This is an optimization exercise on Yosys and OpenROAD, whose aim is small area, a short achievable clock period and few clock cycles, not a production implementation. Only simulation tests tie the RTL to the original design; equivalence was not proved.

Design save_slot_pacer_top, start of the top module:
module save_slot_pacer_top #(
	parameter int SKIP_DEPTH = 16
) (
	input  logic                         clk,
	input  logic                         arst_n,
	input  logic                         psel,
	input  logic                         penable,
	input  logic                         pwrite,
	input  logic [ssp_pkg::APB_AW-1:0]   paddr,
	input  logic [31:0]                  pwdata,
	output logic [31:0]                  prdata,
	output logic                         pready,
	input  logic                         s_tvalid,
	output logic                         s_tready,
	input  logic [ssp_pkg::IN_W-1:0]     s_tdata,
	input  logic [1:0]                   s_tuser,
	output logic                         m_tvalid,
	input  logic                         m_tready,
	output logic [ssp_pkg::OUT_W-1:0]    m_tdata
);
==> flow/config.mk <==
export PLATFORM = sky130hd
export DESIGN_NAME = save_slot_pacer_top
export DESIGN_NICKNAME = save_slot_pacer_top
export VERILOG_FILES = /design/flow/design.v
export SDC_FILE = /design/flow/constraint.sdc
export NUM_CORES = 4
export LEC_CHECK = 0
export ABC_AREA = 1
export CAP_MARGIN = 20
export CORE_MARGIN = 2
export CORE_UTILIZATION = 40
export SETUP_SLACK_MARGIN = 2.6
export SLEW_MARGIN = 20
export TNS_END_PERCENT = 5
==> flow/constraint.sdc <==
create_clock -name core_clock -period 8.0 [get_ports {clk}]
set_input_delay 1.6000 -clock core_clock [delete_from_list [all_inputs] [get_ports {clk}]]
set_output_delay 1.6000 -clock core_clock [all_outputs]
set_load 0.01 [all_outputs]
run.sh (not shown) runs the stock make flow with config.mk's settings and CLKGATE_MAP_FILE= SYNTH_SCRIPT=/design/flow/synth_recipe.tcl, a recipe that flattens the netlist after the stock synthesis.
Testbench counts at the start, summed over its fixed seeds: cycles 19,164.
Rerun with:
- ABC_AREA: 1 -> default
- SETUP_SLACK_MARGIN: 2.6 -> 3.0
After rerunning: Non-clock buffer count increases by 89; global-route usage increases by 0.43 points; utilization increases by 1.3 points; clock skew increases by 0.029 ns; clock-buffer cell count increases by 3; critical path depth increases by 8; via count decreases by 5.1%.
Rerun with:
- SETUP_SLACK_MARGIN: 3.0 -> 3.6
The new run went through all stages and came out clean.
Non-clock buffer count is higher by 108.
Routed wire length is higher slightly.
Global-route usage is higher by 0.26 points.
Cell area is higher by a few percent.
Via count is higher slightly.
Area after synthesis does not change.
Clock-buffer cell count is higher by 3.
Die area is unchanged.

---

save_slot_pacer_top again, from the RTL that the note above started with.
clock: 8.0 ns
lec_check: 0
abc_area: 1
cap_margin: 20
core_margin: 2
core_utilization: 40
setup_slack_margin: 3.5
slew_margin: 20
tns_end_percent: 10
The first run completed without violations.
Testbench counts at the start, summed over its fixed seeds: cycles 19,164.
Then changed:
Settings changed: ABC_AREA 1 to unset, SETUP_SLACK_MARGIN 3.5 to 3.3, TNS_END_PERCENT 10 to 20.
What happened:
- area after synthesis increases by 0.76%
- setup slack got worse by 0.11 ns
- global-route usage rises by 0.49 points
- count of clock-buffer cells in the layout is lower by 8
- via count falls by 5.7%
- flip-flop and latch count is unchanged
- cell area increases by 2.2%

---

Starting RTL as in the previous note.
export LEC_CHECK = 0
export ABC_AREA = 1
export CAP_MARGIN = 20
export CORE_MARGIN = 2
export CORE_UTILIZATION = 40
export SETUP_SLACK_MARGIN = 3.0
export SLEW_MARGIN = 20
export TNS_END_PERCENT = 5
create_clock -name core_clock -period 8.0 [get_ports {clk}]
Testbench counts at the start, summed over its fixed seeds: cycles 19,164.
Edit:
--- a/flow/config.mk
+++ b/flow/config.mk
@@ -11,4 +11,4 @@
 export CORE_UTILIZATION = 40
-export SETUP_SLACK_MARGIN = 3.0
+export SETUP_SLACK_MARGIN = 4.2
 export SLEW_MARGIN = 20
-export TNS_END_PERCENT = 5
+export TNS_END_PERCENT = 10
After rerunning: Sequential share of layout area decreases by 1.8 points; clock-buffer cell count falls by 3; core utilization rises by 2.6 points; area after synthesis is unchanged; worst setup slack is better by 0.14 ns; cell area increases by 5.6%; die area does not change; worst hold slack got worse by 0.0051 ns; final cell count rises by 2.0%.

[separate check: timing with driven ports]
Ports are ideal in the flow. The routed layouts listed here were re-timed in OpenROAD.
Step 1 sets driving cells, clkbuf_16 on the clock port and buf_2 on the other inputs (assumed; they add their load-dependent delay and slew).
Step 2 also shifts input and output timing later by t, the mid clock arrival at the registers, as if the neighbouring blocks saw the same clock.
a / b / c = ideal / step 1 / step 2; a / b = the first two.
| run | shift t [ns] | setup slack, ns | hold slack, ns | worst setup path at the end | clock arrival spread, ns |
|---|---|---|---|---|---|
| the first run of note 1 | 0.789 | 2.477 / 2.398 / 1.850 | 0.449 / 0.449 / 0.449 | input to register | 0.081 / 0.081 |
| the second run of note 1 | 0.807 | 2.825 / 2.760 / 2.118 | 0.456 / 0.456 / 0.456 | input to register | 0.092 / 0.092 |
| the third run of note 1 | 0.811 | 2.951 / 2.868 / 2.218 | 0.460 / 0.460 / 0.460 | input to register | 0.085 / 0.085 |
| the first run of note 2 | 0.805 | 3.001 / 2.920 / 2.429 | 0.449 / 0.449 / 0.449 | input to register | 0.076 / 0.076 |
| the second run of note 2 | 0.822 | 2.888 / 2.801 / 2.324 | 0.459 / 0.459 / 0.459 | input to register | 0.079 / 0.079 |
| the first run of note 3 | 0.804 | 2.888 / 2.811 / 2.133 | 0.459 / 0.459 / 0.459 | input to register | 0.062 / 0.063 |
| the second run of note 3 | 0.818 | 3.024 / 2.937 / 2.530 | 0.454 / 0.454 / 0.454 | input to register | 0.082 / 0.082 |
After both steps every run listed still meets setup and hold. For the first run of note 3, which loses most, drivers alone change the setup slack by -0.077 ns; drivers and shift together by -0.755 ns.
